Background: an optimization exercise with open tools, aiming at small area, a short achievable clock period and few clock cycles per item. Do not read the settings as production practice. Only simulation tests tie the RTL to the original design; equivalence was not proved.

## flow/design.v (module list and top-level ports; edited modules follow where they fit)
// module conv_window_mac: 2044 lines
// module conv_sel3: 11 lines
// module conv_fa: 10 lines
// module conv_frame_loader: 93 lines
// module conv_engine: 30 lines
// module conv_result_stage: 51 lines
// module cnn_conv_top: 50 lines
module cnn_conv_top (
    input  logic        clk,
    input  logic        rst_n,
    input  logic        in_valid,
    output logic        in_ready,
    input  logic [8:0]  in_beat,    
    output logic        out_valid,
    input  logic        out_ready,
    output logic [24:0] out_beat    
);
  // ...
==> flow/flow/run.sh <==
#!/bin/bash
# Standard layout, with repair_timing aiming past the 12 ns period so that the
# achieved period shrinks. Everything else is the standard flow's own flow.
set -euo pipefail
bash standard.sh SETUP_SLACK_MARGIN=8.3 finish > standard.log 2>&1
==> flow/standard.sh <==
#!/bin/bash
# synth_recipe.tcl (not shown) runs the flow's synth.tcl, then flattens the netlist and writes it again
# the make line also repeats each setting of config.mk as NAME=value (left out here)
make -C /OpenROAD-flow-scripts/flow DESIGN_CONFIG=/design/flow/config.mk WORK_HOME=/design/flow/orfs CLKGATE_MAP_FILE= SYNTH_SCRIPT=/design/flow/synth_recipe.tcl "${@:-finish}"
==> flow/config.mk <==
export PLATFORM = sky130hd
export DESIGN_NAME = cnn_conv_top
export DESIGN_NICKNAME = cnn_conv_top
export VERILOG_FILES = /design/flow/design.v
export SDC_FILE = /design/flow/constraint.sdc
export NUM_CORES = 4
export LEC_CHECK = 0
export CAP_MARGIN = 20
export CELL_PAD_IN_SITES_DETAIL_PLACEMENT = 1
export CELL_PAD_IN_SITES_GLOBAL_PLACEMENT = 2
export CORE_MARGIN = 2
export CORE_UTILIZATION = 35
export PLACE_DENSITY = 0.45
export SLEW_MARGIN = 20
export SYNTH_HIERARCHICAL = 1
==> flow/constraint.sdc <==
create_clock -name core_clock -period 12.0 [get_ports {clk}]
set_input_delay 2.4000 -clock core_clock [delete_from_list [all_inputs] [get_ports {clk}]]
set_output_delay 2.4000 -clock core_clock [all_outputs]
set_load 0.01 [all_outputs]
==> run notes, run 1 <==
Worst setup path:
- The endpoint identified for the worst register-to-register timing path is i_engine.g_mac[1].i_mac.r975.
- The kind of start point of the critical path is a register.
- The beginning of the critical path is i_loader.sr[1][1].
- Together, buffers and inverters on the worst path number 1.
- For the worst setup path, the data arrival time is 4.61 ns.
- The worst register-to-register path begins at i_loader.sr[1][1].
- Of all nets on the critical path, the largest fanout is 9.

Final layout:
- Multi-input logic gates represent a cell area share of 51.4%.
- The share of the core filled with cells is 42.4%.

Run status:
- The flow ran to the end and the layout has no timing, DRC or antenna violations.

Route:
- After detailed routing, the number of remaining DRC violations is 0.
- Detailed routing placed a total of 30.5 mm of wire on met3.
- The number of DRC violations after detailed-routing iteration 0 is 12.3k.
- The highest metal layer carrying signal wires in the routed design is met5.

Clocking:
- TritonCTS built the clock tree.
- The hold buffer count at cts is 0.

Global routing:
- The overall fraction of global-route tracks in use is 30.8%.
- For this run, global-route usage on met3 was measured as 6.17%.
- For met1 alone, demand over resource in global routing was 45.2%.

Floorplan:
- The die height is 437 µm.
- The row count is 158.

Placement:
- The count of buffers added on input and output ports is 39.
- The total cell area at the placement stage is 0.0699 mm².
Testbench counts, summed over its fixed seeds: cycles 6,888, items 3,456.
==> run 2: changes to the inputs <==
--- a/flow/design.v
+++ b/flow/design.v
@@ -952,24 +952,24 @@
     logic c910;
     logic s911;
     logic c912;
-    logic s913;
-    logic c914;
-    logic s915;
-    logic c916;
-    logic s917;
-    logic c918;
-    logic s919;
-    logic c920;
-    logic s921;
-    logic c922;
-    logic s923;
-    logic c924;
-    logic s925;
-    logic c926;
-    logic s927;
-    logic c928;
-    logic s929;
-    logic c930;
+    logic r913;
+    logic r914;
+    logic r915;
+    logic r916;
+    logic r917;
+    logic r918;
+    logic r919;
+    logic r920;
+    logic r921;
+    logic r922;
+    logic r923;
+    logic r924;
+    logic r925;
+    logic r926;
+    logic r927;
+    logic r928;
+    logic r929;
+    logic r930;
     logic r931;
     logic r932;
     logic r933;
@@ -1036,113 +1036,122 @@
     logic r994;
     logic r995;
     logic r996;
-    logic r997;
-    logic r998;
-    logic r999;
-    logic r1000;
-    logic r1001;
-    logic r1002;
-    logic r1003;
-    logic r1004;
-    logic r1005;
-    logic s1006;
-    logic c1007;
-    logic s1008;
-    logic c1009;
-    logic s1010;
-    logic c1011;
-    logic s1012;
-    logic c1013;
-    logic s1014;
-    logic c1015;
-    logic s1016;
-    logic c1017;
-    logic s1018;
-    logic c1019;
-    logic s1020;
-    logic c1021;
-    logic s1022;
-    logic c1023;
-    logic s1024;
-    logic c1025;
-    logic s1026;
-    logic c1027;
-    logic s1028;
-    logic c1029;
-    logic s1030;
-    logic c1031;
-    logic s1032;
-    logic c1033;
-    logic s1034;
-    logic c1035;
-    logic s1036;
-    logic c1037;
-    logic s1038;
-    logic c1039;
-    logic s1040;
-    logic c1041;
-    logic s1042;
-    logic c1043;
-    logic s1044;
-    logic c1045;
-    logic s1046;
-    logic c1047;
-    logic s1048;
-    logic c1049;
-    logic s1050;
-    logic c1051;
-    logic s1052;
-    logic c1053;
-    logic s1054;
-    logic c1055;
-    logic s1056;
-    logic c1057;
-    logic s1058;
-    logic c1059;
-    logic s1060;
-    logic c1061;
-    logic s1062;
-    logic c1063;
-    logic s1064;
-    logic c1065;
-    logic s1066;
-    logic c1067;
-    logic s1068;
-    logic c1069;
-    logic s1070;
-    logic c1071;
-    logic s1072;
-    logic c1073;
-    logic s1074;
-    logic c1075;
-    logic s1076;
-    logic c1077;
-    logic s1078;
-    logic c1079;
-    logic s1080;
-    logic c1081;
-    logic s1082;
-    logic c1083;
-    logic s1084;
-    logic c1085;
-    logic s1086;
-    logic c1087;
-    logic s1088;
-    logic c1089;
-    logic s1090;
-    logic c1091;
-    logic s1092;
-    logic c1093;
-    logic s1094;
-    logic c1095;
-    logic s1096;
-    logic c1097;
-    logic s1098;
-    logic c1099;
-    logic s1100;
-    logic c1101;
-    logic s1102;
-    logic c1103;
+    logic s997;
+    logic c998;
+    logic s999;
+    logic c1000;
+    logic s1001;
+    logic c1002;
+    logic s1003;
+    logic c1004;
+    logic s1005;
+    logic c1006;
+    logic s1007;
+    logic c1008;
+    logic s1009;
+    logic c1010;
+    logic s1011;
+    logic c1012;
+    logic s1013;
+    logic c1014;
+    logic s1015;
+    logic c1016;
+    logic s1017;
+    logic c1018;
+    logic s1019;
+    logic c1020;
+    logic s1021;
+    logic c1022;
+    logic s1023;
+    logic c1024;
+    logic s1025;
+    logic c1026;
+    logic s1027;
+    logic c1028;
+    logic s1029;
+    logic c1030;
+    logic s1031;
+    logic c1032;
+    logic s1033;
+    logic c1034;
+    logic s1035;
+    logic c1036;
+    logic s1037;
+    logic c1038;
+    logic s1039;
+    logic c1040;
+    logic s1041;
+    logic c1042;
+    logic s1043;
+    logic c1044;
+    logic s1045;
+    logic c1046;
+    logic s1047;
+    logic c1048;
+    logic s1049;
+    logic c1050;
+    logic s1051;
+    logic c1052;
+    logic s1053;
+    logic c1054;
+    logic s1055;
+    logic c1056;
+    logic s1057;
+    logic c1058;
+    logic s1059;
+    logic c1060;
+    logic s1061;
+    logic c1062;
+    logic s1063;
+    logic c1064;
+    logic s1065;
+    logic c1066;
+    logic s1067;
+    logic c1068;
+    logic s1069;
+    logic c1070;
+    logic s1071;
+    logic c1072;
+    logic s1073;
+    logic c1074;
+    logic s1075;
+    logic c1076;
+    logic s1077;
+    logic c1078;
+    logic s1079;
+    logic c1080;
+    logic s1081;
+    logic c1082;
+    logic s1083;
+    logic c1084;
+    logic s1085;
+    logic c1086;
+    logic s1087;
+    logic c1088;
+    logic s1089;
+    logic c1090;
+    logic s1091;
+    logic c1092;
+    logic s1093;
+    logic c1094;
+    logic s1095;
+    logic c1096;
+    logic s1097;
+    logic c1098;
+    logic s1099;
+    logic c1100;
+    logic s1101;
+    logic c1102;
+    logic s1103;
+    logic c1104;
+    logic s1105;
+    logic c1106;
+    logic s1107;
+    logic c1108;
+    logic s1109;
+    logic c1110;
+    logic s1111;
+    logic c1112;
     logic [19:0] rowa, rowb;
     logic [20:0]   sumx;
     logic [19:4] nsum_q;
@@ -1711,331 +1720,340 @@
     conv_fa u_fa550 (.a(s535), .b(s537), .c(s539), .s(s549), .co(c550));
     conv_fa u_fa552 (.a(s541), .b(c496), .c(c498), .s(s551), .co(c552));
     conv_fa u_fa554 (.a(s543), .b(c500), .c(s545), .s(s553), .co(c554));
-    conv_fa u_fa556 (.a(s547), .b(s549), .c(c502), .s(s555), .co(c556));
-    conv_fa u_fa558 (.a(pp8), .b(pp16), .c(pp24), .s(s557), .co(c558));
-    conv_fa u_fa560 (.a(pp32), .b(pp48), .c(pp56), .s(s559), .co(c560));
-    conv_fa u_fa562 (.a(pp64), .b(pp72), .c(pp88), .s(s561), .co(c562));
-    conv_fa u_fa564 (.a(pp96), .b(pp104), .c(pp112), .s(s563), .co(c564));
-    conv_fa u_fa566 (.a(pp128), .b(pp136), .c(pp144), .s(s565), .co(c566));
-    conv_fa u_fa568 (.a(pp152), .b(pp168), .c(pp176), .s(s567), .co(c568));
-    conv_fa u_fa570 (.a(pp184), .b(pp192), .c(pp208), .s(s569), .co(c570));
-    conv_fa u_fa572 (.a(pp216), .b(pp224), .c(pp232), .s(s571), .co(c572));
-    conv_fa u_fa574 (.a(pp248), .b(pp256), .c(pp264), .s(s573), .co(c574));
-    conv_fa u_fa576 (.a(pp272), .b(pp288), .c(pp296), .s(s575), .co(c576));
-    conv_fa u_fa578 (.a(pp304), .b(pp312), .c(pp328), .s(s577), .co(c578));
-    conv_fa u_fa580 (.a(pp336), .b(pp344), .c(pp352), .s(s579), .co(c580));
-    conv_fa u_fa582 (.a(c506), .b(c508), .c(c510), .s(s581), .co(c582));
-    conv_fa u_fa584 (.a(c512), .b(c514), .c(c516), .s(s583), .co(c584));
-    conv_fa u_fa586 (.a(c518), .b(c520), .c(c522), .s(s585), .co(c586));
-    conv_fa u_fa588 (.a(c524), .b(c526), .c(c528), .s(s587), .co(c588));
-    conv_fa u_fa590 (.a(s557), .b(s559), .c(s561), .s(s589), .co(c590));
-    conv_fa u_fa592 (.a(s563), .b(s565), .c(s567), .s(s591), .co(c592));
-    conv_fa u_fa594 (.a(s569), .b(s571), .c(s573), .s(s593), .co(c594));
-    conv_fa u_fa596 (.a(s575), .b(s577), .c(s579), .s(s595), .co(c596));
-    conv_fa u_fa598 (.a(c530), .b(c532), .c(c534), .s(s597), .co(c598));
-    conv_fa u_fa600 (.a(c536), .b(c538), .c(c540), .s(s599), .co(c600));
-    conv_fa u_fa602 (.a(c542), .b(s581), .c(s583), .s(s601), .co(c602));
-    conv_fa u_fa604 (.a(s585), .b(s587), .c(s589), .s(s603), .co(c604));
-    conv_fa u_fa606 (.a(s591), .b(s593), .c(s595), .s(s605), .co(c606));
-    conv_fa u_fa608 (.a(c544), .b(c546), .c(c548), .s(s607), .co(c608));
-    conv_fa u_fa610 (.a(s597), .b(c550), .c(s599), .s(s609), .co(c610));
-    conv_fa u_fa612 (.a(s601), .b(s603), .c(s605), .s(s611), .co(c612));
-    conv_fa u_fa614 (.a(pp9), .b(pp17), .c(pp25), .s(s613), .co(c614));
-    conv_fa u_fa616 (.a(pp33), .b(pp49), .c(pp57), .s(s615), .co(c616));
-    conv_fa u_fa618 (.a(pp65), .b(pp73), .c(pp89), .s(s617), .co(c618));
-    conv_fa u_fa620 (.a(pp97), .b(pp105), .c(pp113), .s(s619), .co(c620));
-    conv_fa u_fa622 (.a(pp129), .b(pp137), .c(pp145), .s(s621), .co(c622));
-    conv_fa u_fa624 (.a(pp153), .b(pp169), .c(pp177), .s(s623), .co(c624));
-    conv_fa u_fa626 (.a(pp185), .b(pp193), .c(pp209), .s(s625), .co(c626));
-    conv_fa u_fa628 (.a(pp217), .b(pp225), .c(pp233), .s(s627), .co(c628));
-    conv_fa u_fa630 (.a(pp249), .b(pp257), .c(pp265), .s(s629), .co(c630));
-    conv_fa u_fa632 (.a(pp273), .b(pp289), .c(pp297), .s(s631), .co(c632));
-    conv_fa u_fa634 (.a(pp305), .b(pp313), .c(pp329), .s(s633), .co(c634));
-    conv_fa u_fa636 (.a(pp337), .b(pp345), .c(pp353), .s(s635), .co(c636));
-    conv_fa u_fa638 (.a(c558), .b(c560), .c(c562), .s(s637), .co(c638));
-    conv_fa u_fa640 (.a(c564), .b(c566), .c(c568), .s(s639), .co(c640));
-    conv_fa u_fa642 (.a(c570), .b(c572), .c(c574), .s(s641), .co(c642));
-    conv_fa u_fa644 (.a(c576), .b(c578), .c(c580), .s(s643), .co(c644));
-    conv_fa u_fa646 (.a(s613), .b(s615), .c(s617), .s(s645), .co(c646));
-    conv_fa u_fa648 (.a(s619), .b(s621), .c(s623), .s(s647), .co(c648));
-    conv_fa u_fa650 (.a(s625), .b(s627), .c(s629), .s(s649), .co(c650));
-    conv_fa u_fa652 (.a(s631), .b(s633), .c(s635), .s(s651), .co(c652));
-    conv_fa u_fa654 (.a(c582), .b(c584), .c(c586), .s(s653), .co(c654));
-    conv_fa u_fa656 (.a(c588), .b(c590), .c(c592), .s(s655), .co(c656));
-    conv_fa u_fa658 (.a(c594), .b(c596), .c(s637), .s(s657), .co(c658));
-    conv_fa u_fa660 (.a(s639), .b(s641), .c(s643), .s(s659), .co(c660));
-    conv_fa u_fa662 (.a(s645), .b(s647), .c(s649), .s(s661), .co(c662));
-    conv_fa u_fa664 (.a(s651), .b(c598), .c(c600), .s(s663), .co(c664));
-    conv_fa u_fa666 (.a(c602), .b(s653), .c(c604), .s(s665), .co(c666));
-    conv_fa u_fa668 (.a(c606), .b(s655), .c(s657), .s(s667), .co(c668));
-    conv_fa u_fa670 (.a(s659), .b(s661), .c(c608), .s(s669), .co(c670));
-    conv_fa u_fa672 (.a(sg10), .b(pp18), .c(pp26), .s(s671), .co(c672));
-    conv_fa u_fa674 (.a(pp34), .b(sg50), .c(pp58), .s(s673), .co(c674));
-    conv_fa u_fa676 (.a(pp66), .b(pp74), .c(sg90), .s(s675), .co(c676));
-    conv_fa u_fa678 (.a(pp98), .b(pp106), .c(pp114), .s(s677), .co(c678));
-    conv_fa u_fa680 (.a(sg130), .b(pp138), .c(pp146), .s(s679), .co(c680));
-    conv_fa u_fa682 (.a(pp154), .b(sg170), .c(pp178), .s(s681), .co(c682));
-    conv_fa u_fa684 (.a(pp186), .b(pp194), .c(sg210), .s(s683), .co(c684));
-    conv_fa u_fa686 (.a(pp218), .b(pp226), .c(pp234), .s(s685), .co(c686));
-    conv_fa u_fa688 (.a(sg250), .b(pp258), .c(pp266), .s(s687), .co(c688));
-    conv_fa u_fa690 (.a(pp274), .b(sg290), .c(pp298), .s(s689), .co(c690));
-    conv_fa u_fa692 (.a(pp306), .b(pp314), .c(sg330), .s(s691), .co(c692));
-    conv_fa u_fa694 (.a(pp338), .b(pp346), .c(pp354), .s(s693), .co(c694));
-    conv_fa u_fa696 (.a(c614), .b(c616), .c(c618), .s(s695), .co(c696));
-    conv_fa u_fa698 (.a(c620), .b(c622), .c(c624), .s(s697), .co(c698));
-    conv_fa u_fa700 (.a(c626), .b(c628), .c(c630), .s(s699), .co(c700));
-    conv_fa u_fa702 (.a(c632), .b(c634), .c(c636), .s(s701), .co(c702));
-    conv_fa u_fa704 (.a(s671), .b(s673), .c(s675), .s(s703), .co(c704));
-    conv_fa u_fa706 (.a(s677), .b(s679), .c(s681), .s(s705), .co(c706));
-    conv_fa u_fa708 (.a(s683), .b(s685), .c(s687), .s(s707), .co(c708));
-    conv_fa u_fa710 (.a(s689), .b(s691), .c(s693), .s(s709), .co(c710));
-    conv_fa u_fa712 (.a(c638), .b(c640), .c(c642), .s(s711), .co(c712));
-    conv_fa u_fa714 (.a(c644), .b(c646), .c(c648), .s(s713), .co(c714));
-    conv_fa u_fa716 (.a(c650), .b(c652), .c(s695), .s(s715), .co(c716));
-    conv_fa u_fa718 (.a(s697), .b(s699), .c(s701), .s(s717), .co(c718));
-    conv_fa u_fa720 (.a(s703), .b(s705), .c(s707), .s(s719), .co(c720));
-    conv_fa u_fa722 (.a(s709), .b(c654), .c(c656), .s(s721), .co(c722));
-    conv_fa u_fa724 (.a(c658), .b(c660), .c(s711), .s(s723), .co(c724));
-    conv_fa u_fa726 (.a(c662), .b(s713), .c(s715), .s(s725), .co(c726));
-    conv_fa u_fa728 (.a(s717), .b(s719), .c(c664), .s(s727), .co(c728));
-    conv_fa u_fa730 (.a(pp19), .b(pp27), .c(pp35), .s(s729), .co(c730));
-    conv_fa u_fa732 (.a(pp59), .b(pp67), .c(pp75), .s(s731), .co(c732));
-    conv_fa u_fa734 (.a(pp99), .b(pp107), .c(pp115), .s(s733), .co(c734));
-    conv_fa u_fa736 (.a(pp139), .b(pp147), .c(pp155), .s(s735), .co(c736));
-    conv_fa u_fa738 (.a(pp179), .b(pp187), .c(pp195), .s(s737), .co(c738));
-    conv_fa u_fa740 (.a(pp219), .b(pp227), .c(pp235), .s(s739), .co(c740));
-    conv_fa u_fa742 (.a(pp259), .b(pp267), .c(pp275), .s(s741), .co(c742));
-    conv_fa u_fa744 (.a(pp299), .b(pp307), .c(pp315), .s(s743), .co(c744));
-    conv_fa u_fa746 (.a(pp339), .b(pp347), .c(pp355), .s(s745), .co(c746));
-    conv_fa u_fa748 (.a(c672), .b(c674), .c(c676), .s(s747), .co(c748));
-    conv_fa u_fa750 (.a(c678), .b(c680), .c(c682), .s(s749), .co(c750));
-    conv_fa u_fa752 (.a(c684), .b(c686), .c(c688), .s(s751), .co(c752));
+    conv_fa u_fa556 (.a(pp8), .b(pp16), .c(pp24), .s(s555), .co(c556));
+    conv_fa u_fa558 (.a(pp32), .b(pp48), .c(pp56), .s(s557), .co(c558));
+    conv_fa u_fa560 (.a(pp64), .b(pp72), .c(pp88), .s(s559), .co(c560));
+    conv_fa u_fa562 (.a(pp96), .b(pp104), .c(pp112), .s(s561), .co(c562));
+    conv_fa u_fa564 (.a(pp128), .b(pp136), .c(pp144), .s(s563), .co(c564));
+    conv_fa u_fa566 (.a(pp152), .b(pp168), .c(pp176), .s(s565), .co(c566));
+    conv_fa u_fa568 (.a(pp184), .b(pp192), .c(pp208), .s(s567), .co(c568));
+    conv_fa u_fa570 (.a(pp216), .b(pp224), .c(pp232), .s(s569), .co(c570));
+    conv_fa u_fa572 (.a(pp248), .b(pp256), .c(pp264), .s(s571), .co(c572));
+    conv_fa u_fa574 (.a(pp272), .b(pp288), .c(pp296), .s(s573), .co(c574));
+    conv_fa u_fa576 (.a(pp304), .b(pp312), .c(pp328), .s(s575), .co(c576));
+    conv_fa u_fa578 (.a(pp336), .b(pp344), .c(pp352), .s(s577), .co(c578));
+    conv_fa u_fa580 (.a(c506), .b(c508), .c(c510), .s(s579), .co(c580));
+    conv_fa u_fa582 (.a(c512), .b(c514), .c(c516), .s(s581), .co(c582));
+    conv_fa u_fa584 (.a(c518), .b(c520), .c(c522), .s(s583), .co(c584));
+    conv_fa u_fa586 (.a(c524), .b(c526), .c(c528), .s(s585), .co(c586));
+    conv_fa u_fa588 (.a(s555), .b(s557), .c(s559), .s(s587), .co(c588));
+    conv_fa u_fa590 (.a(s561), .b(s563), .c(s565), .s(s589), .co(c590));
+    conv_fa u_fa592 (.a(s567), .b(s569), .c(s571), .s(s591), .co(c592));
+    conv_fa u_fa594 (.a(s573), .b(s575), .c(s577), .s(s593), .co(c594));
+    conv_fa u_fa596 (.a(c530), .b(c532), .c(c534), .s(s595), .co(c596));
+    conv_fa u_fa598 (.a(c536), .b(c538), .c(c540), .s(s597), .co(c598));
+    conv_fa u_fa600 (.a(c542), .b(s579), .c(s581), .s(s599), .co(c600));
+    conv_fa u_fa602 (.a(s583), .b(s585), .c(s587), .s(s601), .co(c602));
+    conv_fa u_fa604 (.a(s589), .b(s591), .c(s593), .s(s603), .co(c604));
+    conv_fa u_fa606 (.a(c544), .b(c546), .c(c548), .s(s605), .co(c606));
+    conv_fa u_fa608 (.a(s595), .b(c550), .c(s597), .s(s607), .co(c608));
+    conv_fa u_fa610 (.a(pp9), .b(pp17), .c(pp25), .s(s609), .co(c610));
+    conv_fa u_fa612 (.a(pp33), .b(pp49), .c(pp57), .s(s611), .co(c612));
+    conv_fa u_fa614 (.a(pp65), .b(pp73), .c(pp89), .s(s613), .co(c614));
+    conv_fa u_fa616 (.a(pp97), .b(pp105), .c(pp113), .s(s615), .co(c616));
+    conv_fa u_fa618 (.a(pp129), .b(pp137), .c(pp145), .s(s617), .co(c618));
+    conv_fa u_fa620 (.a(pp153), .b(pp169), .c(pp177), .s(s619), .co(c620));
+    conv_fa u_fa622 (.a(pp185), .b(pp193), .c(pp209), .s(s621), .co(c622));
+    conv_fa u_fa624 (.a(pp217), .b(pp225), .c(pp233), .s(s623), .co(c624));
+    conv_fa u_fa626 (.a(pp249), .b(pp257), .c(pp265), .s(s625), .co(c626));
+    conv_fa u_fa628 (.a(pp273), .b(pp289), .c(pp297), .s(s627), .co(c628));
+    conv_fa u_fa630 (.a(pp305), .b(pp313), .c(pp329), .s(s629), .co(c630));
+    conv_fa u_fa632 (.a(pp337), .b(pp345), .c(pp353), .s(s631), .co(c632));
+    conv_fa u_fa634 (.a(c556), .b(c558), .c(c560), .s(s633), .co(c634));
+    conv_fa u_fa636 (.a(c562), .b(c564), .c(c566), .s(s635), .co(c636));
+    conv_fa u_fa638 (.a(c568), .b(c570), .c(c572), .s(s637), .co(c638));
+    conv_fa u_fa640 (.a(c574), .b(c576), .c(c578), .s(s639), .co(c640));
+    conv_fa u_fa642 (.a(s609), .b(s611), .c(s613), .s(s641), .co(c642));
+    conv_fa u_fa644 (.a(s615), .b(s617), .c(s619), .s(s643), .co(c644));
+    conv_fa u_fa646 (.a(s621), .b(s623), .c(s625), .s(s645), .co(c646));
+    conv_fa u_fa648 (.a(s627), .b(s629), .c(s631), .s(s647), .co(c648));
+    conv_fa u_fa650 (.a(c580), .b(c582), .c(c584), .s(s649), .co(c650));
+    conv_fa u_fa652 (.a(c586), .b(c588), .c(c590), .s(s651), .co(c652));
+    conv_fa u_fa654 (.a(c592), .b(c594), .c(s633), .s(s653), .co(c654));
+    conv_fa u_fa656 (.a(s635), .b(s637), .c(s639), .s(s655), .co(c656));
+    conv_fa u_fa658 (.a(s641), .b(s643), .c(s645), .s(s657), .co(c658));
+    conv_fa u_fa660 (.a(s647), .b(c596), .c(c598), .s(s659), .co(c660));
+    conv_fa u_fa662 (.a(c600), .b(s649), .c(c602), .s(s661), .co(c662));
+    conv_fa u_fa664 (.a(c604), .b(s651), .c(s653), .s(s663), .co(c664));
+    conv_fa u_fa666 (.a(sg10), .b(pp18), .c(pp26), .s(s665), .co(c666));
+    conv_fa u_fa668 (.a(pp34), .b(sg50), .c(pp58), .s(s667), .co(c668));
+    conv_fa u_fa670 (.a(pp66), .b(pp74), .c(sg90), .s(s669), .co(c670));
+    conv_fa u_fa672 (.a(pp98), .b(pp106), .c(pp114), .s(s671), .co(c672));
+    conv_fa u_fa674 (.a(sg130), .b(pp138), .c(pp146), .s(s673), .co(c674));
+    conv_fa u_fa676 (.a(pp154), .b(sg170), .c(pp178), .s(s675), .co(c676));
+    conv_fa u_fa678 (.a(pp186), .b(pp194), .c(sg210), .s(s677), .co(c678));
+    conv_fa u_fa680 (.a(pp218), .b(pp226), .c(pp234), .s(s679), .co(c680));
+    conv_fa u_fa682 (.a(sg250), .b(pp258), .c(pp266), .s(s681), .co(c682));
+    conv_fa u_fa684 (.a(pp274), .b(sg290), .c(pp298), .s(s683), .co(c684));
+    conv_fa u_fa686 (.a(pp306), .b(pp314), .c(sg330), .s(s685), .co(c686));
+    conv_fa u_fa688 (.a(pp338), .b(pp346), .c(pp354), .s(s687), .co(c688));
+    conv_fa u_fa690 (.a(c610), .b(c612), .c(c614), .s(s689), .co(c690));
+    conv_fa u_fa692 (.a(c616), .b(c618), .c(c620), .s(s691), .co(c692));
+    conv_fa u_fa694 (.a(c622), .b(c624), .c(c626), .s(s693), .co(c694));
+    conv_fa u_fa696 (.a(c628), .b(c630), .c(c632), .s(s695), .co(c696));
+    conv_fa u_fa698 (.a(s665), .b(s667), .c(s669), .s(s697), .co(c698));
+    conv_fa u_fa700 (.a(s671), .b(s673), .c(s675), .s(s699), .co(c700));
+    conv_fa u_fa702 (.a(s677), .b(s679), .c(s681), .s(s701), .co(c702));
+    conv_fa u_fa704 (.a(s683), .b(s685), .c(s687), .s(s703), .co(c704));
+    conv_fa u_fa706 (.a(c634), .b(c636), .c(c638), .s(s705), .co(c706));
+    conv_fa u_fa708 (.a(c640), .b(c642), .c(c644), .s(s707), .co(c708));
+    conv_fa u_fa710 (.a(c646), .b(c648), .c(s689), .s(s709), .co(c710));
+    conv_fa u_fa712 (.a(s691), .b(s693), .c(s695), .s(s711), .co(c712));
+    conv_fa u_fa714 (.a(s697), .b(s699), .c(s701), .s(s713), .co(c714));
+    conv_fa u_fa716 (.a(s703), .b(c650), .c(c652), .s(s715), .co(c716));
+    conv_fa u_fa718 (.a(c654), .b(c656), .c(s705), .s(s717), .co(c718));
+    conv_fa u_fa720 (.a(c658), .b(s707), .c(s709), .s(s719), .co(c720));
+    conv_fa u_fa722 (.a(pp19), .b(pp27), .c(pp35), .s(s721), .co(c722));
+    conv_fa u_fa724 (.a(pp59), .b(pp67), .c(pp75), .s(s723), .co(c724));
+    conv_fa u_fa726 (.a(pp99), .b(pp107), .c(pp115), .s(s725), .co(c726));
+    conv_fa u_fa728 (.a(pp139), .b(pp147), .c(pp155), .s(s727), .co(c728));
+    conv_fa u_fa730 (.a(pp179), .b(pp187), .c(pp195), .s(s729), .co(c730));
+    conv_fa u_fa732 (.a(pp219), .b(pp227), .c(pp235), .s(s731), .co(c732));
+    conv_fa u_fa734 (.a(pp259), .b(pp267), .c(pp275), .s(s733), .co(c734));
+    conv_fa u_fa736 (.a(pp299), .b(pp307), .c(pp315), .s(s735), .co(c736));
+    conv_fa u_fa738 (.a(pp339), .b(pp347), .c(pp355), .s(s737), .co(c738));
+    conv_fa u_fa740 (.a(c666), .b(c668), .c(c670), .s(s739), .co(c740));
+    conv_fa u_fa742 (.a(c672), .b(c674), .c(c676), .s(s741), .co(c742));
+    conv_fa u_fa744 (.a(c678), .b(c680), .c(c682), .s(s743), .co(c744));
+    conv_fa u_fa746 (.a(c684), .b(c686), .c(c688), .s(s745), .co(c746));
+    conv_fa u_fa748 (.a(s721), .b(s723), .c(s725), .s(s747), .co(c748));
+    conv_fa u_fa750 (.a(s727), .b(s729), .c(s731), .s(s749), .co(c750));
+    conv_fa u_fa752 (.a(s733), .b(s735), .c(s737), .s(s751), .co(c752));
     conv_fa u_fa754 (.a(c690), .b(c692), .c(c694), .s(s753), .co(c754));
-    conv_fa u_fa756 (.a(s729), .b(s731), .c(s733), .s(s755), .co(c756));
-    conv_fa u_fa758 (.a(s735), .b(s737), .c(s739), .s(s757), .co(c758));
+    conv_fa u_fa756 (.a(c696), .b(c698), .c(c700), .s(s755), .co(c756));
+    conv_fa u_fa758 (.a(c702), .b(c704), .c(s739), .s(s757), .co(c758));
     conv_fa u_fa760 (.a(s741), .b(s743), .c(s745), .s(s759), .co(c760));
-    conv_fa u_fa762 (.a(c696), .b(c698), .c(c700), .s(s761), .co(c762));
-    conv_fa u_fa764 (.a(c702), .b(c704), .c(c706), .s(s763), .co(c764));
-    conv_fa u_fa766 (.a(c708), .b(c710), .c(s747), .s(s765), .co(c766));
-    conv_fa u_fa768 (.a(s749), .b(s751), .c(s753), .s(s767), .co(c768));
-    conv_fa u_fa770 (.a(s755), .b(s757), .c(s759), .s(s769), .co(c770));
-    conv_fa u_fa772 (.a(c712), .b(c714), .c(c716), .s(s771), .co(c772));
-    conv_fa u_fa774 (.a(c718), .b(s761), .c(c720), .s(s773), .co(c774));
-    conv_fa u_fa776 (.a(s763), .b(s765), .c(s767), .s(s775), .co(c776));
-    conv_fa u_fa778 (.a(s769), .b(c722), .c(c724), .s(s777), .co(c778));
-    conv_fa u_fa780 (.a(sg20), .b(pp28), .c(pp36), .s(s779), .co(c780));
-    conv_fa u_fa782 (.a(sg60), .b(pp68), .c(pp76), .s(s781), .co(c782));
-    conv_fa u_fa784 (.a(sg100), .b(pp108), .c(pp116), .s(s783), .co(c784));
-    conv_fa u_fa786 (.a(sg140), .b(pp148), .c(pp156), .s(s785), .co(c786));
-    conv_fa u_fa788 (.a(sg180), .b(pp188), .c(pp196), .s(s787), .co(c788));
-    conv_fa u_fa790 (.a(sg220), .b(pp228), .c(pp236), .s(s789), .co(c790));
-    conv_fa u_fa792 (.a(sg260), .b(pp268), .c(pp276), .s(s791), .co(c792));
-    conv_fa u_fa794 (.a(sg300), .b(pp308), .c(pp316), .s(s793), .co(c794));
-    conv_fa u_fa796 (.a(sg340), .b(pp348), .c(pp356), .s(s795), .co(c796));
-    conv_fa u_fa798 (.a(c730), .b(c732), .c(c734), .s(s797), .co(c798));
-    conv_fa u_fa800 (.a(c736), .b(c738), .c(c740), .s(s799), .co(c800));
-    conv_fa u_fa802 (.a(c742), .b(c744), .c(c746), .s(s801), .co(c802));
-    conv_fa u_fa804 (.a(s779), .b(s781), .c(s783), .s(s803), .co(c804));
-    conv_fa u_fa806 (.a(s785), .b(s787), .c(s789), .s(s805), .co(c806));
-    conv_fa u_fa808 (.a(s791), .b(s793), .c(s795), .s(s807), .co(c808));
-    conv_fa u_fa810 (.a(c748), .b(c750), .c(c752), .s(s809), .co(c810));
-    conv_fa u_fa812 (.a(c754), .b(c756), .c(c758), .s(s811), .co(c812));
-    conv_fa u_fa814 (.a(c760), .b(s797), .c(s799), .s(s813), .co(c814));
-    conv_fa u_fa816 (.a(s801), .b(s803), .c(s805), .s(s815), .co(c816));
-    conv_fa u_fa818 (.a(s807), .b(c762), .c(c764), .s(s817), .co(c818));
-    conv_fa u_fa820 (.a(c766), .b(c768), .c(s809), .s(s819), .co(c820));
-    conv_fa u_fa822 (.a(c770), .b(s811), .c(s813), .s(s821), .co(c822));
-    conv_fa u_fa824 (.a(pp29), .b(pp37), .c(pp69), .s(s823), .co(c824));
-    conv_fa u_fa826 (.a(pp77), .b(pp109), .c(pp117), .s(s825), .co(c826));
-    conv_fa u_fa828 (.a(pp149), .b(pp157), .c(pp189), .s(s827), .co(c828));
-    conv_fa u_fa830 (.a(pp197), .b(pp229), .c(pp237), .s(s829), .co(c830));
-    conv_fa u_fa832 (.a(pp269), .b(pp277), .c(pp309), .s(s831), .co(c832));
-    conv_fa u_fa834 (.a(pp317), .b(pp349), .c(pp357), .s(s833), .co(c834));
-    conv_fa u_fa836 (.a(c780), .b(c782), .c(c784), .s(s835), .co(c836));
-    conv_fa u_fa838 (.a(c786), .b(c788), .c(c790), .s(s837), .co(c838));
-    conv_fa u_fa840 (.a(c792), .b(c794), .c(c796), .s(s839), .co(c840));
-    conv_fa u_fa842 (.a(s823), .b(s825), .c(s827), .s(s841), .co(c842));
-    conv_fa u_fa844 (.a(s829), .b(s831), .c(s833), .s(s843), .co(c844));
-    conv_fa u_fa846 (.a(c798), .b(c800), .c(c802), .s(s845), .co(c846));
-    conv_fa u_fa848 (.a(c804), .b(c806), .c(c808), .s(s847), .co(c848));
-    conv_fa u_fa850 (.a(s835), .b(s837), .c(s839), .s(s849), .co(c850));
-    conv_fa u_fa852 (.a(s841), .b(s843), .c(c810), .s(s851), .co(c852));
-    conv_fa u_fa854 (.a(c812), .b(c814), .c(s845), .s(s853), .co(c854));
-    conv_fa u_fa856 (.a(c816), .b(s847), .c(s849), .s(s855), .co(c856));
-    conv_fa u_fa858 (.a(c818), .b(c820), .c(s851), .s(s857), .co(c858));
-    conv_fa u_fa860 (.a(sg30), .b(pp38), .c(sg70), .s(s859), .co(c860));
-    conv_fa u_fa862 (.a(pp78), .b(sg110), .c(pp118), .s(s861), .co(c862));
-    conv_fa u_fa864 (.a(sg150), .b(pp158), .c(sg190), .s(s863), .co(c864));
-    conv_fa u_fa866 (.a(pp198), .b(sg230), .c(pp238), .s(s865), .co(c866));
-    conv_fa u_fa868 (.a(sg270), .b(pp278), .c(sg310), .s(s867), .co(c868));
-    conv_fa u_fa870 (.a(pp318), .b(sg350), .c(pp358), .s(s869), .co(c870));
-    conv_fa u_fa872 (.a(c824), .b(c826), .c(c828), .s(s871), .co(c872));
-    conv_fa u_fa874 (.a(c830), .b(c832), .c(c834), .s(s873), .co(c874));
-    conv_fa u_fa876 (.a(s859), .b(s861), .c(s863), .s(s875), .co(c876));
-    conv_fa u_fa878 (.a(s865), .b(s867), .c(s869), .s(s877), .co(c878));
-    conv_fa u_fa880 (.a(c836), .b(c838), .c(c840), .s(s879), .co(c880));
-    conv_fa u_fa882 (.a(c842), .b(c844), .c(s871), .s(s881), .co(c882));
-    conv_fa u_fa884 (.a(s873), .b(s875), .c(s877), .s(s883), .co(c884));
-    conv_fa u_fa886 (.a(c846), .b(c848), .c(c850), .s(s885), .co(c886));
-    conv_fa u_fa888 (.a(s879), .b(s881), .c(s883), .s(s887), .co(c888));
-    conv_fa u_fa890 (.a(pp39), .b(pp79), .c(pp119), .s(s889), .co(c890));
-    conv_fa u_fa892 (.a(pp159), .b(pp199), .c(pp239), .s(s891), .co(c892));
-    conv_fa u_fa894 (.a(pp279), .b(pp319), .c(pp359), .s(s893), .co(c894));
-    conv_fa u_fa896 (.a(c860), .b(c862), .c(c864), .s(s895), .co(c896));
-    conv_fa u_fa898 (.a(c866), .b(c868), .c(c870), .s(s897), .co(c898));
-    conv_fa u_fa900 (.a(s889), .b(s891), .c(s893), .s(s899), .co(c900));
-    conv_fa u_fa902 (.a(c872), .b(c874), .c(c876), .s(s901), .co(c902));
-    conv_fa u_fa904 (.a(c878), .b(s895), .c(s897), .s(s903), .co(c904));
-    conv_fa u_fa906 (.a(s899), .b(c880), .c(c882), .s(s905), .co(c906));
-    conv_fa u_fa908 (.a(c884), .b(s901), .c(s903), .s(s907), .co(c908));
-    conv_fa u_fa910 (.a(sg40), .b(sg80), .c(sg120), .s(s909), .co(c910));
-    conv_fa u_fa912 (.a(sg160), .b(sg200), .c(sg240), .s(s911), .co(c912));
-    conv_fa u_fa914 (.a(sg280), .b(sg320), .c(sg360), .s(s913), .co(c914));
-    conv_fa u_fa916 (.a(c890), .b(c892), .c(c894), .s(s915), .co(c916));
-    conv_fa u_fa918 (.a(s909), .b(s911), .c(s913), .s(s917), .co(c918));
-    conv_fa u_fa920 (.a(c896), .b(c898), .c(c900), .s(s919), .co(c920));
-    conv_fa u_fa922 (.a(s915), .b(s917), .c(c902), .s(s921), .co(c922));
-    conv_fa u_fa924 (.a(c904), .b(s919), .c(c906), .s(s923), .co(c924));
-    conv_fa u_fa926 (.a(c910), .b(c912), .c(c914), .s(s925), .co(c926));
-    conv_fa u_fa928 (.a(c916), .b(c918), .c(s925), .s(s927), .co(c928));
-    conv_fa u_fa930 (.a(c920), .b(s927), .c(c922), .s(s929), .co(c930));
-    assign s1006 = 1'b0 ^ r963 ^ r964;
-    assign c1007 = (1'b0 & r963) | (1'b0 & r964) | (r963 & r964);
-    assign s1008 = 1'b0 ^ r970 ^ r971;
-    assign c1009 = (1'b0 & r970) | (1'b0 & r971) | (r970 & r971);
-    conv_fa u_fa1011 (.a(r976), .b(r977), .c(r978), .s(s1010), .co(c1011));
-    assign s1012 = ~(r979 ^ r980);
-    assign c1013 = r979 | r980;
-    assign s1014 = ~(r942 ^ r943);
-    assign c1015 = r942 | r943;
-    assign s1016 = ~(r947 ^ r948);
-    assign c1017 = r947 | r948;
-    conv_fa u_fa1019 (.a(r951), .b(r952), .c(r953), .s(s1018), .co(c1019));
-    assign s1020 = ~(r954 ^ r955);
-    assign c1021 = r954 | r955;
-    conv_fa u_fa1023 (.a(r957), .b(r958), .c(r959), .s(s1022), .co(c1023));
-    conv_fa u_fa1025 (.a(r960), .b(r961), .c(r962), .s(s1024), .co(c1025));
-    conv_fa u_fa1027 (.a(r965), .b(r966), .c(r967), .s(s1026), .co(c1027));
-    conv_fa u_fa1029 (.a(r968), .b(r969), .c(s1006), .s(s1028), .co(c1029));
-    conv_fa u_fa1031 (.a(r972), .b(r973), .c(r974), .s(s1030), .co(c1031));
-    conv_fa u_fa1033 (.a(r975), .b(c1007), .c(s1008), .s(s1032), .co(c1033));
-    conv_fa u_fa1035 (.a(r981), .b(r982), .c(r983), .s(s1034), .co(c1035));
-    conv_fa u_fa1037 (.a(s1012), .b(c1009), .c(s1010), .s(s1036), .co(c1037));
-    conv_fa u_fa1039 (.a(r984), .b(r985), .c(r986), .s(s1038), .co(c1039));
-    conv_fa u_fa1041 (.a(r987), .b(c1013), .c(c1011), .s(s1040), .co(c1041));
-    conv_fa u_fa1043 (.a(r988), .b(r989), .c(r990), .s(s1042), .co(c1043));
-    conv_fa u_fa1045 (.a(r991), .b(r992), .c(r993), .s(s1044), .co(c1045));
-    conv_fa u_fa1047 (.a(r994), .b(r995), .c(r996), .s(s1046), .co(c1047));
-    assign s1048 = ~(r938 ^ r939);
-    assign c1049 = r938 | r939;
-    conv_fa u_fa1051 (.a(r944), .b(r945), .c(r946), .s(s1050), .co(c1051));
-    conv_fa u_fa1053 (.a(r949), .b(r950), .c(c1015), .s(s1052), .co(c1053));
-    conv_fa u_fa1055 (.a(r956), .b(c1017), .c(s1020), .s(s1054), .co(c1055));
-    conv_fa u_fa1057 (.a(c1021), .b(c1019), .c(s1022), .s(s1056), .co(c1057));
-    conv_fa u_fa1059 (.a(c1023), .b(c1025), .c(s1026), .s(s1058), .co(c1059));
-    conv_fa u_fa1061 (.a(c1027), .b(s1030), .c(c1029), .s(s1060), .co(c1061));
-    conv_fa u_fa1063 (.a(c1031), .b(s1034), .c(c1033), .s(s1062), .co(c1063));
-    conv_fa u_fa1065 (.a(c1035), .b(s1038), .c(c1037), .s(s1064), .co(c1065));
-    conv_fa u_fa1067 (.a(c1039), .b(s1042), .c(s1044), .s(s1066), .co(c1067));
-    conv_fa u_fa1069 (.a(r997), .b(c1043), .c(c1045), .s(s1068), .co(c1069));
-    conv_fa u_fa1071 (.a(r998), .b(r999), .c(r1000), .s(s1070), .co(c1071));
-    assign s1072 = ~(1'b0 ^ r1003);
-    assign c1073 = 1'b0 | r1003;
-    assign s1074 = ~(r935 ^ r936);
-    assign c1075 = r935 | r936;
-    conv_fa u_fa1077 (.a(r940), .b(r941), .c(s1048), .s(s1076), .co(c1077));
-    conv_fa u_fa1079 (.a(c1049), .b(s1014), .c(s1050), .s(s1078), .co(c1079));
-    conv_fa u_fa1081 (.a(s1016), .b(c1051), .c(s1052), .s(s1080), .co(c1081));
-    conv_fa u_fa1083 (.a(s1018), .b(c1053), .c(s1054), .s(s1082), .co(c1083));
-    conv_fa u_fa1085 (.a(s1024), .b(c1055), .c(s1056), .s(s1084), .co(c1085));
-    conv_fa u_fa1087 (.a(c1057), .b(s1058), .c(s1028), .s(s1086), .co(c1087));
-    conv_fa u_fa1089 (.a(c1059), .b(s1032), .c(s1060), .s(s1088), .co(c1089));
-    conv_fa u_fa1091 (.a(s1036), .b(c1061), .c(s1062), .s(s1090), .co(c1091));
-    conv_fa u_fa1093 (.a(s1040), .b(c1063), .c(s1064), .s(s1092), .co(c1093));
-    conv_fa u_fa1095 (.a(c1041), .b(s1066), .c(c1065), .s(s1094), .co(c1095));
-    conv_fa u_fa1097 (.a(s1046), .b(c1067), .c(s1068), .s(s1096), .co(c1097));
-    conv_fa u_fa1099 (.a(c1047), .b(s1070), .c(c1069), .s(s1098), .co(c1099));
-    conv_fa u_fa1101 (.a(r1001), .b(r1002), .c(c1071), .s(s1100), .co(c1101));
-    conv_fa u_fa1103 (.a(r1004), .b(r1005), .c(s1072), .s(s1102), .co(c1103));
+    conv_fa u_fa762 (.a(s747), .b(s749), .c(s751), .s(s761), .co(c762));
+    conv_fa u_fa764 (.a(c706), .b(c708), .c(c710), .s(s763), .co(c764));
+    conv_fa u_fa766 (.a(c712), .b(s753), .c(c714), .s(s765), .co(c766));
+    conv_fa u_fa768 (.a(s755), .b(s757), .c(s759), .s(s767), .co(c768));
+    conv_fa u_fa770 (.a(sg20), .b(pp28), .c(pp36), .s(s769), .co(c770));
+    conv_fa u_fa772 (.a(sg60), .b(pp68), .c(pp76), .s(s771), .co(c772));
+    conv_fa u_fa774 (.a(sg100), .b(pp108), .c(pp116), .s(s773), .co(c774));
+    conv_fa u_fa776 (.a(sg140), .b(pp148), .c(pp156), .s(s775), .co(c776));
+    conv_fa u_fa778 (.a(sg180), .b(pp188), .c(pp196), .s(s777), .co(c778));
+    conv_fa u_fa780 (.a(sg220), .b(pp228), .c(pp236), .s(s779), .co(c780));
+    conv_fa u_fa782 (.a(sg260), .b(pp268), .c(pp276), .s(s781), .co(c782));
+    conv_fa u_fa784 (.a(sg300), .b(pp308), .c(pp316), .s(s783), .co(c784));
+    conv_fa u_fa786 (.a(sg340), .b(pp348), .c(pp356), .s(s785), .co(c786));
+    conv_fa u_fa788 (.a(c722), .b(c724), .c(c726), .s(s787), .co(c788));
+    conv_fa u_fa790 (.a(c728), .b(c730), .c(c732), .s(s789), .co(c790));
+    conv_fa u_fa792 (.a(c734), .b(c736), .c(c738), .s(s791), .co(c792));
+    conv_fa u_fa794 (.a(s769), .b(s771), .c(s773), .s(s793), .co(c794));
+    conv_fa u_fa796 (.a(s775), .b(s777), .c(s779), .s(s795), .co(c796));
+    conv_fa u_fa798 (.a(s781), .b(s783), .c(s785), .s(s797), .co(c798));
+    conv_fa u_fa800 (.a(c740), .b(c742), .c(c744), .s(s799), .co(c800));
+    conv_fa u_fa802 (.a(c746), .b(c748), .c(c750), .s(s801), .co(c802));
+    conv_fa u_fa804 (.a(c752), .b(s787), .c(s789), .s(s803), .co(c804));
+    conv_fa u_fa806 (.a(s791), .b(s793), .c(s795), .s(s805), .co(c806));
+    conv_fa u_fa808 (.a(s797), .b(c754), .c(c756), .s(s807), .co(c808));
+    conv_fa u_fa810 (.a(c758), .b(c760), .c(s799), .s(s809), .co(c810));
+    conv_fa u_fa812 (.a(c762), .b(s801), .c(s803), .s(s811), .co(c812));
+    conv_fa u_fa814 (.a(pp29), .b(pp37), .c(pp69), .s(s813), .co(c814));
+    conv_fa u_fa816 (.a(pp77), .b(pp109), .c(pp117), .s(s815), .co(c816));
+    conv_fa u_fa818 (.a(pp149), .b(pp157), .c(pp189), .s(s817), .co(c818));
+    conv_fa u_fa820 (.a(pp197), .b(pp229), .c(pp237), .s(s819), .co(c820));
+    conv_fa u_fa822 (.a(pp269), .b(pp277), .c(pp309), .s(s821), .co(c822));
+    conv_fa u_fa824 (.a(pp317), .b(pp349), .c(pp357), .s(s823), .co(c824));
+    conv_fa u_fa826 (.a(c770), .b(c772), .c(c774), .s(s825), .co(c826));
+    conv_fa u_fa828 (.a(c776), .b(c778), .c(c780), .s(s827), .co(c828));
+    conv_fa u_fa830 (.a(c782), .b(c784), .c(c786), .s(s829), .co(c830));
+    conv_fa u_fa832 (.a(s813), .b(s815), .c(s817), .s(s831), .co(c832));
+    conv_fa u_fa834 (.a(s819), .b(s821), .c(s823), .s(s833), .co(c834));
+    conv_fa u_fa836 (.a(c788), .b(c790), .c(c792), .s(s835), .co(c836));
+    conv_fa u_fa838 (.a(c794), .b(c796), .c(c798), .s(s837), .co(c838));
+    conv_fa u_fa840 (.a(s825), .b(s827), .c(s829), .s(s839), .co(c840));
+    conv_fa u_fa842 (.a(s831), .b(s833), .c(c800), .s(s841), .co(c842));
+    conv_fa u_fa844 (.a(c802), .b(c804), .c(s835), .s(s843), .co(c844));
+    conv_fa u_fa846 (.a(c806), .b(s837), .c(s839), .s(s845), .co(c846));
+    conv_fa u_fa848 (.a(sg30), .b(pp38), .c(sg70), .s(s847), .co(c848));
+    conv_fa u_fa850 (.a(pp78), .b(sg110), .c(pp118), .s(s849), .co(c850));
+    conv_fa u_fa852 (.a(sg150), .b(pp158), .c(sg190), .s(s851), .co(c852));
+    conv_fa u_fa854 (.a(pp198), .b(sg230), .c(pp238), .s(s853), .co(c854));
+    conv_fa u_fa856 (.a(sg270), .b(pp278), .c(sg310), .s(s855), .co(c856));
+    conv_fa u_fa858 (.a(pp318), .b(sg350), .c(pp358), .s(s857), .co(c858));
+    conv_fa u_fa860 (.a(c814), .b(c816), .c(c818), .s(s859), .co(c860));
+    conv_fa u_fa862 (.a(c820), .b(c822), .c(c824), .s(s861), .co(c862));
+    conv_fa u_fa864 (.a(s847), .b(s849), .c(s851), .s(s863), .co(c864));
+    conv_fa u_fa866 (.a(s853), .b(s855), .c(s857), .s(s865), .co(c866));
+    conv_fa u_fa868 (.a(c826), .b(c828), .c(c830), .s(s867), .co(c868));
+    conv_fa u_fa870 (.a(c832), .b(c834), .c(s859), .s(s869), .co(c870));
+    conv_fa u_fa872 (.a(s861), .b(s863), .c(s865), .s(s871), .co(c872));
+    conv_fa u_fa874 (.a(c836), .b(c838), .c(c840), .s(s873), .co(c874));
+    conv_fa u_fa876 (.a(pp39), .b(pp79), .c(pp119), .s(s875), .co(c876));
+    conv_fa u_fa878 (.a(pp159), .b(pp199), .c(pp239), .s(s877), .co(c878));
+    conv_fa u_fa880 (.a(pp279), .b(pp319), .c(pp359), .s(s879), .co(c880));
+    conv_fa u_fa882 (.a(c848), .b(c850), .c(c852), .s(s881), .co(c882));
+    conv_fa u_fa884 (.a(c854), .b(c856), .c(c858), .s(s883), .co(c884));
+    conv_fa u_fa886 (.a(s875), .b(s877), .c(s879), .s(s885), .co(c886));
+    conv_fa u_fa888 (.a(c860), .b(c862), .c(c864), .s(s887), .co(c888));
+    conv_fa u_fa890 (.a(c866), .b(s881), .c(s883), .s(s889), .co(c890));
+    conv_fa u_fa892 (.a(s885), .b(c868), .c(c870), .s(s891), .co(c892));
+    conv_fa u_fa894 (.a(c872), .b(s887), .c(s889), .s(s893), .co(c894));
+    conv_fa u_fa896 (.a(sg40), .b(sg80), .c(sg120), .s(s895), .co(c896));
+    conv_fa u_fa898 (.a(sg160), .b(sg200), .c(sg240), .s(s897), .co(c898));
+    conv_fa u_fa900 (.a(sg280), .b(sg320), .c(sg360), .s(s899), .co(c900));
+    conv_fa u_fa902 (.a(c876), .b(c878), .c(c880), .s(s901), .co(c902));
+    conv_fa u_fa904 (.a(s895), .b(s897), .c(s899), .s(s903), .co(c904));
+    conv_fa u_fa906 (.a(c882), .b(c884), .c(c886), .s(s905), .co(c906));
+    conv_fa u_fa908 (.a(s901), .b(s903), .c(c888), .s(s907), .co(c908));
+    conv_fa u_fa910 (.a(c896), .b(c898), .c(c900), .s(s909), .co(c910));
+    conv_fa u_fa912 (.a(c902), .b(c904), .c(s909), .s(s911), .co(c912));
+    assign s997 = ~(r935 ^ r936);
+    assign c998 = r935 | r936;
+    conv_fa u_fa1000 (.a(r942), .b(r943), .c(r944), .s(s999), .co(c1000));
+    assign s1001 = 1'b0 ^ r949 ^ r950;
+    assign c1002 = (1'b0 & r949) | (1'b0 & r950) | (r949 & r950);
+    conv_fa u_fa1004 (.a(r951), .b(r952), .c(r953), .s(s1003), .co(c1004));
+    assign s1005 = 1'b0 ^ r957 ^ r958;
+    assign c1006 = (1'b0 & r957) | (1'b0 & r958) | (r957 & r958);
+    conv_fa u_fa1008 (.a(r959), .b(r960), .c(r961), .s(s1007), .co(c1008));
+    conv_fa u_fa1010 (.a(r964), .b(r965), .c(r966), .s(s1009), .co(c1010));
+    assign s1011 = ~(r967 ^ r968);
+    assign c1012 = r967 | r968;
+    conv_fa u_fa1014 (.a(r971), .b(r972), .c(r973), .s(s1013), .co(c1014));
+    conv_fa u_fa1016 (.a(r977), .b(r978), .c(r979), .s(s1015), .co(c1016));
+    assign s1017 = ~(r924 ^ r925);
+    assign c1018 = r924 | r925;
+    conv_fa u_fa1020 (.a(r929), .b(r930), .c(r931), .s(s1019), .co(c1020));
+    assign s1021 = ~(r932 ^ r933);
+    assign c1022 = r932 | r933;
+    conv_fa u_fa1024 (.a(r937), .b(r938), .c(r939), .s(s1023), .co(c1024));
+    conv_fa u_fa1026 (.a(r940), .b(r941), .c(s997), .s(s1025), .co(c1026));
+    conv_fa u_fa1028 (.a(r945), .b(r946), .c(r947), .s(s1027), .co(c1028));
+    conv_fa u_fa1030 (.a(r948), .b(c998), .c(s999), .s(s1029), .co(c1030));
+    conv_fa u_fa1032 (.a(r954), .b(r955), .c(r956), .s(s1031), .co(c1032));
+    conv_fa u_fa1034 (.a(c1000), .b(s1001), .c(s1003), .s(s1033), .co(c1034));
+    conv_fa u_fa1036 (.a(r962), .b(r963), .c(c1002), .s(s1035), .co(c1036));
+    conv_fa u_fa1038 (.a(c1004), .b(s1005), .c(s1007), .s(s1037), .co(c1038));
+    conv_fa u_fa1040 (.a(r969), .b(r970), .c(s1011), .s(s1039), .co(c1040));
+    conv_fa u_fa1042 (.a(c1006), .b(c1008), .c(s1009), .s(s1041), .co(c1042));
+    conv_fa u_fa1044 (.a(r974), .b(r975), .c(r976), .s(s1043), .co(c1044));
+    conv_fa u_fa1046 (.a(c1012), .b(c1010), .c(s1013), .s(s1045), .co(c1046));
+    conv_fa u_fa1048 (.a(r980), .b(r981), .c(r982), .s(s1047), .co(c1048));
+    conv_fa u_fa1050 (.a(r983), .b(c1014), .c(s1015), .s(s1049), .co(c1050));
+    conv_fa u_fa1052 (.a(r984), .b(r985), .c(r986), .s(s1051), .co(c1052));
+    conv_fa u_fa1054 (.a(r987), .b(r988), .c(r989), .s(s1053), .co(c1054));
+    assign s1055 = ~(r920 ^ r921);
+    assign c1056 = r920 | r921;
+    conv_fa u_fa1058 (.a(r926), .b(r927), .c(r928), .s(s1057), .co(c1058));
+    conv_fa u_fa1060 (.a(r934), .b(c1018), .c(s1021), .s(s1059), .co(c1060));
+    conv_fa u_fa1062 (.a(c1022), .b(c1020), .c(s1023), .s(s1061), .co(c1062));
+    conv_fa u_fa1064 (.a(c1024), .b(s1027), .c(c1026), .s(s1063), .co(c1064));
+    conv_fa u_fa1066 (.a(c1028), .b(s1031), .c(c1030), .s(s1065), .co(c1066));
+    conv_fa u_fa1068 (.a(c1032), .b(c1034), .c(s1035), .s(s1067), .co(c1068));
+    conv_fa u_fa1070 (.a(c1036), .b(s1039), .c(c1038), .s(s1069), .co(c1070));
+    conv_fa u_fa1072 (.a(s1043), .b(c1040), .c(c1042), .s(s1071), .co(c1072));
+    conv_fa u_fa1074 (.a(c1044), .b(s1047), .c(c1046), .s(s1073), .co(c1074));
+    conv_fa u_fa1076 (.a(c1048), .b(c1016), .c(s1051), .s(s1075), .co(c1076));
+    conv_fa u_fa1078 (.a(r990), .b(r991), .c(c1052), .s(s1077), .co(c1078));
+    conv_fa u_fa1080 (.a(r992), .b(r993), .c(r994), .s(s1079), .co(c1080));
+    assign s1081 = ~(1'b0 ^ r995);
+    assign c1082 = 1'b0 | r995;
+    assign s1083 = ~(r917 ^ r918);
+    assign c1084 = r917 | r918;
+    conv_fa u_fa1086 (.a(r922), .b(r923), .c(s1055), .s(s1085), .co(c1086));
+    conv_fa u_fa1088 (.a(c1056), .b(s1017), .c(s1057), .s(s1087), .co(c1088));
+    conv_fa u_fa1090 (.a(c1058), .b(s1019), .c(s1059), .s(s1089), .co(c1090));
+    conv_fa u_fa1092 (.a(c1060), .b(s1025), .c(s1061), .s(s1091), .co(c1092));
+    conv_fa u_fa1094 (.a(c1062), .b(s1029), .c(s1063), .s(s1093), .co(c1094));
+    conv_fa u_fa1096 (.a(s1033), .b(c1064), .c(s1065), .s(s1095), .co(c1096));
+    conv_fa u_fa1098 (.a(s1037), .b(c1066), .c(s1067), .s(s1097), .co(c1098));
+    conv_fa u_fa1100 (.a(s1041), .b(c1068), .c(s1069), .s(s1099), .co(c1100));
+    conv_fa u_fa1102 (.a(s1045), .b(c1070), .c(s1071), .s(s1101), .co(c1102));
+    conv_fa u_fa1104 (.a(s1049), .b(c1072), .c(s1073), .s(s1103), .co(c1104));
+    conv_fa u_fa1106 (.a(c1050), .b(s1075), .c(c1074), .s(s1105), .co(c1106));
+    conv_fa u_fa1108 (.a(s1053), .b(c1076), .c(s1077), .s(s1107), .co(c1108));
+    conv_fa u_fa1110 (.a(c1054), .b(s1079), .c(c1078), .s(s1109), .co(c1110));
+    conv_fa u_fa1112 (.a(r996), .b(s1081), .c(c1080), .s(s1111), .co(c1112));
     always_ff @(posedge clk) begin
-        r931 <= s367;
-        r932 <= s379;
-        r933 <= s399;
-        r934 <= s401;
-        r935 <= s425;
-        r936 <= c402;
-        r937 <= s427;
-        r938 <= s459;
-        r939 <= s461;
-        r940 <= c428;
-        r941 <= s463;
-        r942 <= s497;
-        r943 <= s499;
-        r944 <= c464;
-        r945 <= s501;
-        r946 <= s503;
-        r947 <= c504;
-        r948 <= s551;
-        r949 <= s553;
-        r950 <= s555;
-        r951 <= c552;
-        r952 <= c554;
-        r953 <= s607;
-        r954 <= s609;
-        r955 <= c556;
-        r956 <= s611;
-        r957 <= c610;
-        r958 <= s663;
-        r959 <= c612;
-        r960 <= s665;
-        r961 <= s667;
-        r962 <= s669;
-        r963 <= c666;
-        r964 <= c668;
-        r965 <= s721;
-        r966 <= s723;
-        r967 <= s725;
-        r968 <= c670;
-        r969 <= s727;
-        r970 <= c726;
-        r971 <= s771;
-        r972 <= s773;
-        r973 <= s775;
-        r974 <= c728;
-        r975 <= s777;
-        r976 <= s815;
-        r977 <= c772;
-        r978 <= c774;
-        r979 <= c776;
-        r980 <= s817;
-        r981 <= s819;
-        r982 <= c778;
-        r983 <= s821;
-        r984 <= c822;
-        r985 <= s853;
-        r986 <= s855;
-        r987 <= s857;
-        r988 <= c852;
-        r989 <= c854;
-        r990 <= c856;
-        r991 <= s885;
-        r992 <= c858;
-        r993 <= s887;
-        r994 <= c886;
-        r995 <= s905;
-        r996 <= c888;
-        r997 <= s907;
-        r998 <= c908;
-        r999 <= s921;
-        r1000 <= s923;
-        r1001 <= c924;
-        r1002 <= s929;
-        r1003 <= c926;
-        r1004 <= c928;
-        r1005 <= c930;
+        r913 <= s367;
+        r914 <= s379;
+        r915 <= s399;
+        r916 <= s401;
+        r917 <= s425;
+        r918 <= c402;
+        r919 <= s427;
+        r920 <= s459;
+        r921 <= s461;
+        r922 <= c428;
+        r923 <= s463;
+        r924 <= s497;
+        r925 <= s499;
+        r926 <= c464;
+        r927 <= s501;
+        r928 <= s503;
+        r929 <= s547;
+        r930 <= s549;
+        r931 <= c502;
+        r932 <= c504;
+        r933 <= s551;
+        r934 <= s553;
+        r935 <= s599;
+        r936 <= s601;
+        r937 <= s603;
+        r938 <= c552;
+        r939 <= c554;
+        r940 <= s605;
+        r941 <= s607;
+        r942 <= s655;
+        r943 <= s657;
+        r944 <= c606;
+        r945 <= c608;
+        r946 <= s659;
+        r947 <= s661;
+        r948 <= s663;
+        r949 <= s711;
+        r950 <= s713;
+        r951 <= c660;
+        r952 <= c662;
+        r953 <= c664;
+        r954 <= s715;
+        r955 <= s717;
+        r956 <= s719;
+        r957 <= s761;
+        r958 <= c716;
+        r959 <= c718;
+        r960 <= c720;
+        r961 <= s763;
+        r962 <= s765;
+        r963 <= s767;
+        r964 <= s805;
+        r965 <= c764;
+        r966 <= c766;
+        r967 <= c768;
+        r968 <= s807;
+        r969 <= s809;
+        r970 <= s811;
+        r971 <= c808;
+        r972 <= c810;
+        r973 <= s841;
+        r974 <= c812;
+        r975 <= s843;
+        r976 <= s845;
+        r977 <= s867;
+        r978 <= s869;
+        r979 <= s871;
+        r980 <= c842;
+        r981 <= c844;
+        r982 <= c846;
+        r983 <= s873;
+        r984 <= c874;
+        r985 <= s891;
+        r986 <= s893;
+        r987 <= c890;
+        r988 <= s905;
+        r989 <= c892;
+        r990 <= c894;
+        r991 <= s907;
+        r992 <= c906;
+        r993 <= c908;
+        r994 <= s911;
+        r995 <= c910;
+        r996 <= c912;
     end
-    assign rowa = {1'b0, c1103, c1101, c1099, c1097, c1095, c1093, c1091, c1089, c1087, c1085, c1083, c1081, c1079, c1077, c1075, s1074, r933, r932, r931};
-    assign rowb = {1'b1, c1073, s1102, s1100, s1098, s1096, s1094, s1092, s1090, s1088, s1086, s1084, s1082, s1080, s1078, s1076, r937, r934, 1'b1, 1'b1};
+    assign rowa = {1'b0, c1112, c1110, c1108, c1106, c1104, c1102, c1100, c1098, c1096, c1094, c1092, c1090, c1088, c1086, c1084, s1083, r915, r914, r913};
+    assign rowb = {1'b1, c1082, s1111, s1109, s1107, s1105, s1103, s1101, s1099, s1097, s1095, s1093, s1091, s1089, s1087, s1085, r919, r916, 1'b1, 1'b1};
     assign sumx = {rowa, 1'b1} + {rowb, 1'b1};
     always_ff @(posedge clk) begin
         nsum_q <= sumx[20:5];
--- a/flow/config.mk
+++ b/flow/config.mk
@@ -7,9 +7,8 @@
 export LEC_CHECK = 0
 export CAP_MARGIN = 20
 export CELL_PAD_IN_SITES_DETAIL_PLACEMENT = 1
-export CELL_PAD_IN_SITES_GLOBAL_PLACEMENT = 2
+export CELL_PAD_IN_SITES_GLOBAL_PLACEMENT = 1
 export CORE_MARGIN = 2
-export CORE_UTILIZATION = 35
-export PLACE_DENSITY = 0.45
+export CORE_UTILIZATION = 30
 export SLEW_MARGIN = 20
 export SYNTH_HIERARCHICAL = 1
==> run 2 against run 1 <==
  * Hold slack improved by 0.00092 ns
  * Register-to-register slack improved by 0.11 ns
  * Final area decreased by 0.42%
  * Critical endpoint is now out_beat[6]
==> run notes, run 2 <==
Route:
- The detailed-route wire length came to 268 mm (was 300 mm).
- The number of DRC violations after detailed-routing iteration 0 was 11.9k (was 12.3k).
- The length of the first detailed-routing pass in iterations is 17 (was 15).
- The detailed-route via count was 48.1k (was 48.6k).
- The number of vias per cell after detailed routing was 6.22 (was 6.59).
- The post-route DRC violation count is 0 (unchanged).

STA:
- The fraction of the cycle the final worst path needs is 32.1% (was 32.2%).
- The shortest clock period the worst path allows after layout is 3.85 ns (was 3.87 ns).
- The highest clock rate is 260 MHz (was 259 MHz).
- The worst-case hold slack is 0.330 ns (was 0.329 ns).

Synth:
- The synthesized instance count is 4254 (was 4227).
- The combined area of all synthesized cells is 0.0660 mm² (was 0.0655 mm²).

Worst setup path:
- The critical setup path kind was register to output port (was register to register).
- The number of buffers and inverters on the critical path is 1 (unchanged).
- The data arrival time of the critical path is 1.45 ns (was 4.61 ns).
- The family of cells with the greatest summed delay on the critical path is flip-flops (was adder cells).
- The kind of capture point of the worst setup path is an output port (was register).
- Chain of cells forming the critical path: buf_6 (was buf_6 -> and2_4 -> a222oi_1 -> fa_1 -> fa_2 -> fa_2 -> fa_2 -> fa_2).
- The maximum fanout along the worst path is 1 (was 9).
- The cell type of the slowest stage on the worst timing path is sky130_fd_sc_hd__edfxtp_1 (was sky130_fd_sc_hd__a222oi_1).
- The kind of start point of the critical path was a register (unchanged).

Placement:
- The total cell area at the placement stage is 0.0709 mm² (was 0.0699 mm²).
- The number of I/O port buffers was 39 (unchanged).
- The half-perimeter wire length of the detailed placement result is 197 mm (was 223 mm).

Global routing:
- The met1 usage in global routing is 31.5% (was 45.2%).
- The layer with the highest usage after global routing is met2 (unchanged).
- The overall fraction of global-route tracks in use came to 23.5% (was 30.8%).
- The global-route track usage on met3 is 5.49% (was 6.17%).
- The initial antenna violation count came to 22 (was 27).
- The number of global-route vias before repair is 49.2k (was 48.8k).
- The total grt overflow came to 0 (unchanged).

Run status:
- Outcome: no timing/DRC/antenna violations (unchanged).

Floorplan:
- The initial core utilization came to 30.1% (was 35.3%).
- The row count is 172 (was 158).
- The die height is 473 µm (was 437 µm).
- The horizontal die dimension is 473 µm (was 437 µm).

Clocking:
- The number of H-tree levels is 4 (was 3).
- The clock tree from TritonCTS is built (unchanged).
- The clock root buffer is sky130_fd_sc_hd__clkbuf_16 (unchanged).
- The hold buffer count at cts is 0 (unchanged).

Final layout:
- The number of flip-flops under the largest register name came to 432 (unchanged).
- The area growth from synthesis to layout is 18.8% (was 20.3%).
- The share of the core filled with cells is 35.8% (was 42.4%).
- The fraction of layout instances using a drive strength above 1 is 20.0% (was 24.2%).
- Registers with the most flip-flops: i_loader.wgt x432, i_loader.sr x144, i_result.buf_q x100 (unchanged).

Job:
- The number of maximum-capacitance violations came to 0 (unchanged).
[run 2: timing repair]
action	4_1_cts	5_1_grt
cloned	1	3
endpoints found under the setup margin	269	187
setup buffers	155	43
pin swaps	71	297
resized for setup	294	282
[run 2: worst reg2reg max path, cell delays in order, from the launching register on]
cell,delay [ns]
sky130_fd_sc_hd__edfxtp_1,0.43
sky130_fd_sc_hd__buf_4,0.18
sky130_fd_sc_hd__buf_4,0.14
sky130_fd_sc_hd__and2_4,0.19
sky130_fd_sc_hd__a222oi_1,0.84
sky130_fd_sc_hd__fa_1,0.59
sky130_fd_sc_hd__fa_2,0.48
sky130_fd_sc_hd__fa_2,0.36
sky130_fd_sc_hd__fa_1,0.42
[run 2: area by class of cell]
| cell class | instances | area, µm² | share of cell area (%) |
|---|---|---|---|
| inverters | 107 | 405 | 0.517 |
| clock buffers | 166 | 3530 | 4.51 |
| clock inverters | 71 | 948 | 1.21 |
| repair buffers | 297 | 2670 | 3.41 |
| diodes | 3 | 7.51 | 0.00957 |
| well taps | 2871 | 3590 | 4.58 |
| multi-input cells | 3186 | 39400 | 50.2 |
| repair inverters | 1 | 7.51 | 0.00957 |
| flip-flops and latches | 1035 | 27900 | 35.6 |
[run 2: worst paths after layout]
check                                     start                           end  slack [ns]  cells past startpoint
min reg2reg                     i_engine.l_q[0]               i_engine.l_q[1]        0.33                      0
max reg2reg                   i_loader.sr[8][1]  i_engine.g_mac[2].i_mac.r916        8.24                      8
min                             i_engine.l_q[0]               i_engine.l_q[1]        0.33                      0
max                        i_result.out_beat[6]                   out_beat[6]        8.15                      1
min in group asynchronous                 rst_n                i_loader.b_wgt        1.69                      1
max in group asynchronous                 rst_n                i_loader.b_pix        9.68                      1
[run 2: metal layers]
metal	part of all wire, %	wire, µm
met1	39	104000
met2	45	119000
met3	11	28900
met4	5.6	15100
met5	0.076	204
[run 2: metrics by stage]
stage | instances | setup slack (ns)
2_1_floorplan | 4359 | 8.07
3_3_place_gp | 7294 | 7.17
3_5_place_dp | 7294 | 7.04
4_1_cts | 7687 | 8.06
5_1_grt | 7735 | 8.07
6_report | 7737 | 8.15
Testbench counts of run 2, summed over its fixed seeds: cycles 6,888, items 3,456.

## afterwards: timing with drivers on the ports
The flow's constraints put no driver on any port. The routed layouts listed below were extracted and timed again, unchanged, in two steps.
Step 1, drivers: a clkbuf_16 drives clk and a buf_2 each remaining input, both assumed.
Step 2 also shifts input and output timing later by t, the mid clock arrival at the registers, as if the neighbouring blocks saw the same clock.
a / b / c = no drivers / after step 1 / after step 2; a / b = the first two.
| run | shift t [ns] | slack for setup (ns) |
|---|---|---|
| run 1 | 0.875 | 8.134 / 8.125 / 7.538 |
| run 2 | 0.910 | 8.151 / 8.052 / 7.618 |
After both steps setup and hold are still met in every run listed.
